Source: an optimization exercise on an open RTL-to-GDS flow (aim: small area, a short achievable clock period and few clock cycles per item). Production flows keep margins and buffers that such runs may drop.
Where RTL was checked, it was by simulation tests only, not by an equivalence proof against the original.
The flow treats the clock pin as an ideal source. Dropping or thinning the clock tree relies on that and would not hold on a real chip.

==> flow/design.v (excerpt) <==
module at_response_line_parser_unit (
	input  logic         clk,
	input  logic         arst_n,
	input  logic         in_valid,
	input  logic [7:0]   in_data,
	output logic         in_ready,
	output logic         out_valid,
	input  logic         out_ready,
	output logic [1:0]   out_kind,
	output logic [7:0]   out_byte,
	output logic         out_line_ok,
	output logic [15:0]  out_bad_line_count,
	output logic         out_last
);
For scale: roughly 380 cells after synthesis, roughly 0.0034 mm^2 of cells after synthesis.
==> module atrlp_outq, before the edit <==
module atrlp_outq (
	input  logic        clk,
	input  logic        arst_n,
	input  logic        emit,      
	input  logic [1:0]  r_kind,
	input  logic [7:0]  r_byte,
	input  logic        r_ok,
	input  logic        r_last,
	input  logic        rej,       
	output logic        out_valid,
	input  logic        out_ready,
	output logic [1:0]  out_kind,
	output logic [7:0]  out_byte,
	output logic        out_line_ok,
	output logic [15:0] out_bad_line_count,
	output logic        out_last
);
	logic        valid_q;
	logic [1:0]  kind_q;
	logic        ok_q;
	logic [15:0] cnt_q, cnt_d;
	assign out_valid          = valid_q;
	assign out_kind           = kind_q;
	assign out_line_ok        = ok_q;
	assign out_bad_line_count = cnt_q;
	always_ff @(posedge clk or negedge arst_n) begin
		if (!arst_n)
			valid_q <= 1'b0;
		else if (!valid_q || out_ready)
			valid_q <= emit;
	end
	atrlp_oreg u_oreg (
		.clk    (clk),
		.ov     (valid_q),
		.ordy   (out_ready),
		.d      ({r_kind, r_ok, r_byte, r_last}),
		.q      ({kind_q, ok_q, out_byte, out_last})
	);
	logic [16:0] ones;    
	logic        rs;      
	logic        take;
	assign ones[0] = 1'b1;
	assign rs      = rej && !(&cnt_q);
	assign take    = !valid_q || out_ready;
	always_ff @(posedge clk or negedge arst_n) begin
		if (!arst_n)
			cnt_q <= '0;
		else
			cnt_q <= cnt_d;
	end
	for (genvar i = 0; i < 16; i++) begin : g_bit
		atrlp_cntbit u_bit (
			.take  (take),
			.rs    (rs),
			.ones  (ones[i]),
			.q     (cnt_q[i]),
			.d     (cnt_d[i]),
			.ones1 (ones[i + 1])
		);
	end
endmodule
==> module atrlp_cntbit, before the edit <==
module atrlp_cntbit (
	input  logic take,
	input  logic rs,
	input  logic ones,
	input  logic q,
	output logic d,
	output logic ones1
);
	assign d     = q ^ (take && rs && ones);
	assign ones1 = ones && q;
endmodule
Settings: LEC_CHECK=0, CAP_MARGIN=20, CORE_MARGIN=2, CORE_UTILIZATION=40, GPL_ROUTABILITY_DRIVEN=1, PLACE_DENSITY=0.6, SLEW_MARGIN=20, SYNTH_HIERARCHICAL=1, SYNTH_MINIMUM_KEEP_SIZE=0; clock period 14.0 ns.
standard.sh (not shown) runs the stock make flow with config.mk's settings and CLKGATE_MAP_FILE= SYNTH_SCRIPT=/design/flow/synth_recipe.tcl, a recipe that flattens the netlist after the stock synthesis.
==> flow/flow/run.sh <==
#!/bin/bash
# The standard layout with these changes:
#  - synthesis restructures the logic with ABC's &deepsyn and maps it with ABC's
#    delay-targeted 'map' (flow/map.abc);
#  - the ports get plain sky130_fd_sc_hd__buf_1 buffers;
#  - the clock tree is one level: the flip-flops are split into 4 groups by position and
#    each group gets a clkbuf_16 driven from the clock port (flow/clock_tree.tcl), in
#    place of ORFS's CTS step;
#  - timing repair after placement and after global routing only resizes gates, and aims
#    at 10.5 ns of setup slack at the design's 14 ns clock (ORFS's own repair aims at
#    0 ns, which every path meets with room to spare).
set -euo pipefail
work=$PWD
# Synthesis: the standard flow's script, with the logic mapped by flow/map.abc (delay-targeted 'map')
# instead of ORFS's abc_speed script.
cat > "$work/my_synth.tcl" <<EOT
proc abc {args} {
  set i [lsearch \$args -script]
  if {\$i >= 0} { lset args [expr {\$i + 1}] $work/flow/map.abc }
  yosys abc {*}\$args
}
source $work/synth_recipe.tcl
EOT
sed "s#SYNTH_SCRIPT=[^ ]*#SYNTH_SCRIPT=$work/my_synth.tcl#" standard.sh > my_standard.sh
export BUFFER_PORTS_ARGS="-buffer_cell sky130_fd_sc_hd__buf_1"
bash my_standard.sh place > flow_place.log 2>&1
export SETUP_SLACK_MARGIN=10.5
export SETUP_MOVE_SEQUENCE=sizeup,swap
RESULTS_DIR=$work/orfs/results/sky130hd/at_response_line_parser_unit/base \
LIB_FILE=$FLOW_HOME/platforms/sky130hd/lib/sky130_fd_sc_hd__tt_025C_1v80.lib \
PLATFORM_DIR=$FLOW_HOME/platforms/sky130hd \
DONT_USE_CELLS="$(make -s -C $FLOW_HOME DESIGN_CONFIG=$work/config.mk WORK_HOME=$work/orfs print-DONT_USE_CELLS | sed 's/^DONT_USE_CELLS: //')" \
CLK_GROUPS=4 CLK_CELL=sky130_fd_sc_hd__clkbuf_16 \
  openroad -no_init -exit flow/clock_tree.tcl > flow_clock_tree.log 2>&1
bash my_standard.sh finish > flow_finish.log 2>&1
Other scripts of this flow, unchanged in this note and not shown: flow/flow/clock_tree.tcl, flow/flow/map.abc
The first run passed the timing, DRC and antenna checks.
Testbench counts at the start, summed over its fixed seeds: cycles 71,637, bytes 57,729.
Change:
--- a/flow/design.v
+++ b/flow/design.v
@@ -450,30 +450,28 @@
 		.ov     (valid_q),
 		.ordy   (out_ready),
 		.d      ({r_kind, r_ok, r_byte, r_last}),
 		.q      ({kind_q, ok_q, out_byte, out_last})
 	);
-	logic [16:0] ones;    
-	logic        rs;      
-	logic        take;
-	assign ones[0] = 1'b1;
-	assign rs      = rej && !(&cnt_q);
-	assign take    = !valid_q || out_ready;
+	logic [8:0] ones;     
+	logic       rs;       
+	logic       take;
+	assign rs   = rej && !(&cnt_q);
+	assign take = !valid_q || out_ready;
 	always_ff @(posedge clk or negedge arst_n) begin
 		if (!arst_n)
 			cnt_q <= '0;
 		else
 			cnt_q <= cnt_d;
 	end
-	for (genvar i = 0; i < 16; i++) begin : g_bit
-		atrlp_cntbit u_bit (
-			.take  (take),
-			.rs    (rs),
-			.ones  (ones[i]),
-			.q     (cnt_q[i]),
-			.d     (cnt_d[i]),
-			.ones1 (ones[i + 1])
+	assign ones[0] = 1'b1;
+	for (genvar b = 0; b < 8; b++) begin : g_blk
+		assign ones[b + 1] = ones[b] && (&cnt_q[2 * b +: 2]);
+		atrlp_cntblk u_blk (
+			.inc (take && rs && ones[b]),
+			.q   (cnt_q[2 * b +: 2]),
+			.d   (cnt_d[2 * b +: 2])
 		);
 	end
 endmodule
 module atrlp_oreg (
 	input  logic        clk,
@@ -485,20 +483,16 @@
 	always_ff @(posedge clk) begin
 		if (!ov || ordy)
 			q <= d;
 	end
 endmodule
-module atrlp_cntbit (
-	input  logic take,
-	input  logic rs,
-	input  logic ones,
-	input  logic q,
-	output logic d,
-	output logic ones1
+module atrlp_cntblk (
+	input  logic       inc,
+	input  logic [1:0] q,
+	output logic [1:0] d
 );
-	assign d     = q ^ (take && rs && ones);
-	assign ones1 = ones && q;
+	assign d = q + {1'b0, inc};
 endmodule
 module at_response_line_parser_unit (
 	input  logic         clk,
 	input  logic         arst_n,
 	input  logic         in_valid,
What happened:
- The changed run ran to the end with no violations
- via count shrinks by 4.1%
- global-route usage shrinks by 0.37 points
- worst setup slack is worse by 0.11 ns
- synthesized cell count shrinks by 5.0%
- flip-flop and latch count stays the same
No functional check of the RTL was part of the second run of this note. In every run of this note, the design's own scripts or RTL, not TritonCTS, make the clock network.

separate check: timing with driven ports:
The flow's constraints put no driver on any port. The routed layouts listed below were extracted and timed again, unchanged, in two steps.
Step 1: set_driving_cell puts a clkbuf_16 on clk and a buf_2 on each other input, an assumption about the parent block.
Step 2 moves the port delays by t, midway between the first and last clock arrival at a register: inputs arrive t later, outputs are due t later. That takes back most of the time a late clock gives input paths.
Slacks: ideal ports / drivers / drivers and shift; pairs: ideal ports / drivers.
run	t (ns)	slack for setup (ns)	worst setup path after step 2	slew at the worst register clock pin (ns)
the first run	0.211	10.419 / 10.341 / 10.286	input to register	0.08 / 0.08
the second run	0.211	10.307 / 10.324 / 10.113	input to register	0.07 / 0.07
After both steps every run listed still meets setup and hold. For the second run, which loses most, drivers alone change the setup slack by +0.017 ns; drivers and shift together by -0.194 ns.
